From an optimization exercise on the open Yosys and OpenROAD flow, aimed at small area, a short achievable clock period and few clock cycles per item; shortcuts taken in it are not production practice. RTL that was checked went through simulation tests only; none was proved equivalent to the original.

== the baseline ==
==> flow/design.v <==
`timescale 1ns / 1ps
module source_line_tokenizer_core (
    input  logic        i_clk,
    input  logic        i_rst_n,
    input  logic        i_in_valid,
    output logic        o_in_ready,
    input  logic [8:0]  i_in_data,
    output logic        o_out_valid,
    input  logic        i_out_ready,
    output logic [44:0] o_out_data
);
    localparam logic [1:0] K_LEXEME = 2'd0;
    localparam logic [1:0] K_DONE   = 2'd1;
    localparam logic [1:0] K_ERROR  = 2'd2;
    localparam logic [3:0] TT_IDENT  = 4'd0;
    localparam logic [3:0] TT_INT    = 4'd1;
    localparam logic [3:0] TT_FLOAT  = 4'd2;
    localparam logic [3:0] TT_STRING = 4'd3;
    localparam logic [3:0] TT_OP     = 4'd4;
    localparam logic [3:0] TT_LBRACE = 4'd5;
    localparam logic [3:0] TT_RBRACE = 4'd6;
    localparam logic [3:0] TT_LPAREN = 4'd7;
    localparam logic [3:0] TT_RPAREN = 4'd8;
    localparam logic [3:0] TT_SEMI   = 4'd9;
    localparam logic [1:0] E_BAD_NUMBER = 2'd0;
    localparam logic [1:0] E_BAD_ESCAPE = 2'd1;
    localparam logic [1:0] E_UNCLOSED   = 2'd2;
    localparam logic [1:0] E_UNEXPECTED = 2'd3;
    localparam logic [3:0] M_IDLE    = 4'd0;
    localparam logic [3:0] M_IDENT   = 4'd1;
    localparam logic [3:0] M_NUMBER  = 4'd2;
    localparam logic [3:0] M_NEG     = 4'd3;
    localparam logic [3:0] M_DBL     = 4'd4;
    localparam logic [3:0] M_STRING  = 4'd5;
    localparam logic [3:0] M_ESCAPE  = 4'd6;
    localparam logic [3:0] M_COMMENT = 4'd7;
    localparam logic [3:0] M_ERROR   = 4'd8;
    localparam logic [3:0] M_CLOSEOP = 4'd9;    
    logic [8:0]  r_h, r_s;
    logic        r_hv, r_sv;
    logic [3:0]  r_mode, n_mode;
    logic [15:0] r_line;
    logic [11:0] r_col, r_tstart;
    logic        r_pline;      
    logic [1:0]  r_dots, n_dots;
    logic        r_lastdot, n_lastdot;
    logic        r_ov;
    logic [1:0]  r_kind;
    logic [3:0]  r_type;
    logic [7:0]  r_byte;
    logic [1:0]  r_err;
    logic        r_last;
    logic [11:0] r_ocol;
    logic [7:0]  c;
    logic        act;
    logic        is_space, is_letter, is_digit, close_consume;
    logic        go, triv, take, consume, rv, csel, ts_load, nl;
    logic [1:0]  kind, err;
    logic [3:0]  ty;
    logic [7:0]  byt;
    assign c   = r_h[7:0];
    assign act = r_h[8];
    assign is_space  = (c == 8'd32) || (c == 8'd9) || (c == 8'd12) || (c == 8'd11) || (c == 8'd13);
    assign is_letter = (c >= 8'h61 && c <= 8'h7A) || (c >= 8'h41 && c <= 8'h5A) || (c == 8'h5F);
    assign is_digit  = (c >= 8'h30) && (c <= 8'h39);
    assign close_consume = is_space || (c == 8'h23) || (c == 8'h22);
    assign o_in_ready  = !r_sv;
    assign take        = i_in_valid && !r_sv;
    assign o_out_valid = r_ov;
    assign o_out_data  = {r_kind, r_type, r_byte, r_line, r_ocol, r_err, r_last};
    assign triv = !act && !r_pline &&
                  ((r_mode == M_COMMENT) ||
                   (r_mode == M_IDLE && (is_space || c == 8'h23 || c == 8'h22)) ||
                   (r_mode == M_STRING && c == 8'h5C));
    assign go = r_hv && ((r_mode == M_ERROR) || !r_ov || i_out_ready || triv);
    always_comb begin
        n_mode    = r_mode;
        n_dots    = r_dots;
        n_lastdot = r_lastdot;
        rv        = 1'b0;
        kind      = K_LEXEME;
        ty        = TT_IDENT;
        byt       = 8'd0;
        err       = 2'd0;
        csel      = 1'b0;
        consume   = 1'b1;
        ts_load   = 1'b0;
        nl        = 1'b0;
        if (act) begin
            nl = 1'b1;
            n_mode = M_IDLE;
            csel = 1'b1;
            case (r_mode)
                M_IDENT: begin
                    rv = 1'b1; kind = K_DONE; ty = TT_IDENT;
                end
                M_NUMBER: begin
                    rv = 1'b1;
                    if (r_lastdot || r_dots == 2'd2) begin
                        kind = K_ERROR; err = E_BAD_NUMBER; n_mode = M_ERROR; nl = 1'b0;
                    end else begin
                        kind = K_DONE; ty = (r_dots == 2'd1) ? TT_FLOAT : TT_INT;
                    end
                end
                M_NEG, M_DBL, M_CLOSEOP: begin
                    rv = 1'b1; kind = K_DONE; ty = TT_OP;
                end
                M_STRING, M_ESCAPE: begin
                    rv = 1'b1; kind = K_ERROR; err = E_UNCLOSED; n_mode = M_ERROR; nl = 1'b0;
                end
                M_ERROR: begin
                    n_mode = M_ERROR; nl = 1'b0;
                end
                default: begin
                end
            endcase
        end else begin
            case (r_mode)
                M_IDENT, M_NUMBER, M_NEG, M_DBL: begin
                    if (r_mode == M_IDENT && (is_letter || is_digit)) begin
                        rv = 1'b1; ty = TT_IDENT; byt = c;
                    end else if ((r_mode == M_NUMBER || r_mode == M_NEG) && is_digit) begin
                        rv = 1'b1; ty = TT_INT; byt = c;
                        n_mode = M_NUMBER;
                        n_lastdot = 1'b0;
                        if (r_mode == M_NEG) n_dots = 2'd0;
                    end else if (r_mode == M_NUMBER && c == 8'h2E) begin
                        rv = 1'b1; ty = TT_INT; byt = c;
                        if (r_dots != 2'd2) n_dots = r_dots + 2'd1;
                        n_lastdot = 1'b1;
                    end else if (r_mode == M_DBL && c == 8'h3D) begin
                        rv = 1'b1; ty = TT_OP; byt = c;
                        n_mode = M_CLOSEOP; consume = 1'b0;
                    end else begin
                        rv = 1'b1; csel = 1'b1; kind = K_DONE;
                        n_mode = (c == 8'h23) ? M_COMMENT : (c == 8'h22) ? M_STRING : M_IDLE;
                        ts_load = (c == 8'h22);
                        consume = close_consume;
                        if (r_mode == M_IDENT) begin
                            ty = TT_IDENT;
                        end else if (r_mode == M_NUMBER) begin
                            if (r_lastdot || r_dots == 2'd2) begin
                                kind = K_ERROR; err = E_BAD_NUMBER; n_mode = M_ERROR;
                                consume = 1'b1;
                            end else begin
                                ty = (r_dots == 2'd1) ? TT_FLOAT : TT_INT;
                            end
                        end else begin
                            ty = TT_OP;
                        end
                    end
                end
                M_CLOSEOP: begin
                    rv = 1'b1; csel = 1'b1; kind = K_DONE; ty = TT_OP; n_mode = M_IDLE;
                end
                M_STRING: begin
                    if (c == 8'h22) begin
                        rv = 1'b1; csel = 1'b1; kind = K_DONE; ty = TT_STRING; n_mode = M_IDLE;
                    end else if (c == 8'h5C) begin
                        n_mode = M_ESCAPE;
                    end else begin
                        rv = 1'b1; ty = TT_STRING; byt = c;
                    end
                end
                M_ESCAPE: begin
                    rv = 1'b1; ty = TT_STRING; n_mode = M_STRING;
                    case (c)
                        8'h74:   byt = 8'd9;
                        8'h72:   byt = 8'd13;
                        8'h6E:   byt = 8'd10;
                        8'h22:   byt = 8'h22;
                        8'h30:   byt = 8'h00;
                        default: begin
                            kind = K_ERROR; ty = TT_IDENT; err = E_BAD_ESCAPE; n_mode = M_ERROR;
                        end
                    endcase
                end
                M_COMMENT, M_ERROR: begin
                end
                default: begin
                    ts_load = 1'b1;
                    byt = c;
                    if (is_space) begin
                    end else if (c == 8'h23) begin
                        n_mode = M_COMMENT;
                    end else if (c == 8'h7B) begin
                        rv = 1'b1; kind = K_DONE; ty = TT_LBRACE; byt = 8'd0;
                    end else if (c == 8'h7D) begin
                        rv = 1'b1; kind = K_DONE; ty = TT_RBRACE; byt = 8'd0;
                    end else if (c == 8'h28) begin
                        rv = 1'b1; kind = K_DONE; ty = TT_LPAREN; byt = 8'd0;
                    end else if (c == 8'h29) begin
                        rv = 1'b1; kind = K_DONE; ty = TT_RPAREN; byt = 8'd0;
                    end else if (c == 8'h3B) begin
                        rv = 1'b1; kind = K_DONE; ty = TT_SEMI; byt = 8'd0;
                    end else if (is_letter) begin
                        rv = 1'b1; ty = TT_IDENT; n_mode = M_IDENT;
                    end else if (is_digit) begin
                        rv = 1'b1; ty = TT_INT; n_mode = M_NUMBER;
                        n_dots = 2'd0; n_lastdot = 1'b0;
                    end else if (c == 8'h2D) begin
                        rv = 1'b1; ty = TT_OP; n_mode = M_NEG;
                    end else if (c == 8'h22) begin
                        n_mode = M_STRING;
                    end else if (c == 8'h3D || c == 8'h21) begin
                        rv = 1'b1; ty = TT_OP; n_mode = M_DBL;
                    end else if (c == 8'h2B || c == 8'h2A || c == 8'h2F) begin
                        rv = 1'b1; ty = TT_OP; n_mode = M_CLOSEOP; consume = 1'b0;
                    end else begin
                        rv = 1'b1; kind = K_ERROR; err = E_UNEXPECTED; byt = 8'd0;
                        n_mode = M_ERROR;
                    end
                end
            endcase
        end
    end
    always_ff @(posedge i_clk) begin
        if (!i_rst_n) begin
            r_hv      <= 1'b0;
            r_sv      <= 1'b0;
            r_mode    <= M_IDLE;
            r_line    <= 16'd1;
            r_col     <= 12'd1;
            r_pline   <= 1'b0;
            r_ov      <= 1'b0;
        end else begin
            if (go && consume) begin
                if (r_sv) begin
                    r_h  <= r_s;
                    r_hv <= 1'b1;
                    r_sv <= take;
                    if (take) r_s <= i_in_data;
                end else begin
                    r_hv <= take;
                    if (take) r_h <= i_in_data;
                end
            end else if (take) begin
                if (r_hv) begin
                    r_s  <= i_in_data;
                    r_sv <= 1'b1;
                end else begin
                    r_h  <= i_in_data;
                    r_hv <= 1'b1;
                end
            end
            if (go && r_mode != M_ERROR) begin
                r_mode  <= n_mode;
                r_pline <= consume && act && nl;
                if (r_pline && r_line != 16'hFFFF) r_line <= r_line + 16'd1;
                if (consume) begin
                    if (act) r_col <= 12'd1;
                    else if (r_col != 12'hFFF) r_col <= r_col + 12'd1;
                end
            end
            if (go && r_mode != M_ERROR && rv) begin
                r_ov <= 1'b1;
            end else if (i_out_ready) begin
                r_ov <= 1'b0;
            end
        end
    end
    always_ff @(posedge i_clk) begin
        if (go && r_mode != M_ERROR) begin
            r_dots    <= n_dots;
            r_lastdot <= n_lastdot;
            if (ts_load) r_tstart <= r_col;
        end
    end
    always_ff @(posedge i_clk) begin
        if (go && r_mode != M_ERROR && rv) begin
            r_kind <= kind;
            r_type <= ty;
            r_byte <= byt;
            r_err  <= err;
            r_last <= consume;
            r_ocol <= csel ? r_tstart : r_col;
        end
    end
endmodule
clock: 7.5 ns
lec_check: 0
abc_area: 1
cap_margin: 20
core_margin: 2
core_utilization: 60
place_density: 0.72
setup_slack_margin: 5
slew_margin: 20
tns_end_percent: 20
standard.sh (not shown) runs the stock make flow with config.mk's settings and CLKGATE_MAP_FILE= SYNTH_SCRIPT=/design/flow/synth_recipe.tcl, a recipe that flattens the netlist after the stock synthesis.
==> flow/flow/run.sh <==
#!/bin/bash
# Standard layout with plain buffers on the ports. Each step's full log
# stays in orfs/logs/; make's output goes to standard.log.
set -euo pipefail
bash standard.sh "BUFFER_PORTS_ARGS=-buffer_cell sky130_fd_sc_hd__buf_2" finish > standard.log 2>&1
## Diff of input files: the candidate against the baseline
--- a/flow/design.v
+++ b/flow/design.v
@@ -34,16 +34,19 @@
     localparam logic [3:0] M_STRING  = 4'd5;
     localparam logic [3:0] M_ESCAPE  = 4'd6;
     localparam logic [3:0] M_COMMENT = 4'd7;
     localparam logic [3:0] M_ERROR   = 4'd8;
     localparam logic [3:0] M_CLOSEOP = 4'd9;    
+    localparam logic [1:0] P_NONE = 2'd0;
+    localparam logic [1:0] P_COL  = 2'd1;
+    localparam logic [1:0] P_LINE = 2'd2;
     logic [8:0]  r_h, r_s;
     logic        r_hv, r_sv;
     logic [3:0]  r_mode, n_mode;
     logic [15:0] r_line;
     logic [11:0] r_col, r_tstart;
-    logic        r_pline;      
+    logic [1:0]  r_pend;
     logic [1:0]  r_dots, n_dots;
     logic        r_lastdot, n_lastdot;
     logic        r_ov;
     logic [1:0]  r_kind;
     logic [3:0]  r_type;
@@ -56,25 +59,41 @@
     logic        is_space, is_letter, is_digit, close_consume;
     logic        go, triv, take, consume, rv, csel, ts_load, nl;
     logic [1:0]  kind, err;
     logic [3:0]  ty;
     logic [7:0]  byt;
+    logic [15:0] cur_line;
+    logic [11:0] cur_col;
     assign c   = r_h[7:0];
     assign act = r_h[8];
     assign is_space  = (c == 8'd32) || (c == 8'd9) || (c == 8'd12) || (c == 8'd11) || (c == 8'd13);
     assign is_letter = (c >= 8'h61 && c <= 8'h7A) || (c >= 8'h41 && c <= 8'h5A) || (c == 8'h5F);
     assign is_digit  = (c >= 8'h30) && (c <= 8'h39);
     assign close_consume = is_space || (c == 8'h23) || (c == 8'h22);
     assign o_in_ready  = !r_sv;
     assign take        = i_in_valid && !r_sv;
     assign o_out_valid = r_ov;
     assign o_out_data  = {r_kind, r_type, r_byte, r_line, r_ocol, r_err, r_last};
-    assign triv = !act && !r_pline &&
+    assign triv = !act && r_pend != P_LINE &&
                   ((r_mode == M_COMMENT) ||
                    (r_mode == M_IDLE && (is_space || c == 8'h23 || c == 8'h22)) ||
                    (r_mode == M_STRING && c == 8'h5C));
     assign go = r_hv && ((r_mode == M_ERROR) || !r_ov || i_out_ready || triv);
+    logic [16:0] line_inc;
+    logic [12:0] col_inc;
+    assign line_inc = {1'b0, r_line} + 17'd1;
+    assign col_inc  = {1'b0, r_col} + 13'd1;
+    always_comb begin
+        cur_line = r_line;
+        cur_col  = r_col;
+        if (r_pend == P_LINE) begin
+            cur_line = line_inc[15:0] | {16{line_inc[16]}};
+            cur_col  = 12'd1;
+        end else if (r_pend == P_COL) begin
+            cur_col  = col_inc[11:0] | {12{col_inc[12]}};
+        end
+    end
     always_comb begin
         n_mode    = r_mode;
         n_dots    = r_dots;
         n_lastdot = r_lastdot;
         rv        = 1'b0;
@@ -219,11 +238,11 @@
             r_hv      <= 1'b0;
             r_sv      <= 1'b0;
             r_mode    <= M_IDLE;
             r_line    <= 16'd1;
             r_col     <= 12'd1;
-            r_pline   <= 1'b0;
+            r_pend    <= P_NONE;
             r_ov      <= 1'b0;
         end else begin
             if (go && consume) begin
                 if (r_sv) begin
                     r_h  <= r_s;
@@ -242,17 +261,14 @@
                     r_h  <= i_in_data;
                     r_hv <= 1'b1;
                 end
             end
             if (go && r_mode != M_ERROR) begin
-                r_mode  <= n_mode;
-                r_pline <= consume && act && nl;
-                if (r_pline && r_line != 16'hFFFF) r_line <= r_line + 16'd1;
-                if (consume) begin
-                    if (act) r_col <= 12'd1;
-                    else if (r_col != 12'hFFF) r_col <= r_col + 12'd1;
-                end
+                r_mode    <= n_mode;
+                r_line    <= cur_line;
+                r_col     <= cur_col;
+                r_pend    <= !consume ? P_NONE : (act ? (nl ? P_LINE : P_NONE) : P_COL);
             end
             if (go && r_mode != M_ERROR && rv) begin
                 r_ov <= 1'b1;
             end else if (i_out_ready) begin
                 r_ov <= 1'b0;
@@ -261,19 +277,19 @@
     end
     always_ff @(posedge i_clk) begin
         if (go && r_mode != M_ERROR) begin
             r_dots    <= n_dots;
             r_lastdot <= n_lastdot;
-            if (ts_load) r_tstart <= r_col;
+            if (ts_load) r_tstart <= cur_col;
         end
     end
     always_ff @(posedge i_clk) begin
         if (go && r_mode != M_ERROR && rv) begin
             r_kind <= kind;
             r_type <= ty;
             r_byte <= byt;
             r_err  <= err;
             r_last <= consume;
-            r_ocol <= csel ? r_tstart : r_col;
+            r_ocol <= csel ? r_tstart : cur_col;
         end
     end
 endmodule
Notes after the runs:
The candidate ended with less distinct cell type count after synthesis than the baseline. The candidate vs the baseline, beginning of the critical path: r_line[2]$_SDFFE_PN0P_ vs i_out_ready. The candidate: flow completed, timing, DRC and antenna clean. Relative to the baseline, the time the worst path needs with I/O delays and setup of the candidate is lower by 0.059 ns. Going from the baseline to the candidate, core utilization of the finished layout shrinks by 1.2 points. The candidate ends up with higher net count after synthesis than the baseline does. Compared with the baseline, the candidate shows number of ordinary inverters in the final layout higher by about 10%. Re part of the cycle the worst path needs: the candidate and the baseline aren't equal, and the lower value belongs to the candidate. Going from the baseline to the candidate, global-route usage shrinks by 0.33 points. Taking the baseline as 1.0, the candidate lands at 1.06 on vias after detailed routing.
Testbench counts of the candidate, summed over its fixed seeds: cycles 36,164, items 32,063.
Only the layout flow was run in the baseline; the RTL was not checked for function there.

==> what the ideal ports hide <==
The flow's constraints put no driver on any port. The routed layouts listed below were extracted and timed again, unchanged, in two steps. Step 1 (the two cells are an assumption about what drives the block):
set clk [get_ports {i_clk}]
set_driving_cell -lib_cell sky130_fd_sc_hd__clkbuf_16 $clk
set_driving_cell -lib_cell sky130_fd_sc_hd__buf_2 [delete_from_list [all_inputs] $clk]
Step 2 adds t to the input delays and takes it off the output delays; t is the mean of the earliest and latest rising clock arrival at the registers after step 1. Input paths then give back, and output paths get back, about the clock's delay inside the block. Slacks: ideal / step 1 / step 2; pairs: ideal / step 1.
| run | shift t [ns] | slack for setup (ns) | hold WS [ns] | clock arrival spread, ns | cell pins on the clock port's net |
|---|---|---|---|---|---|
| the baseline | 0.407 | 4.930 / 4.943 / 4.536 | 0.495 / 0.495 / 0.495 | 0.016 / 0.016 | 1 |
| the candidate | 0.422 | 4.989 / 4.954 / 4.653 | 0.499 / 0.499 / 0.499 | 0.010 / 0.010 | 1 |
After both steps every run listed still meets setup and hold. For the baseline, which loses most, drivers alone change the setup slack by +0.013 ns; drivers and shift together by -0.394 ns.
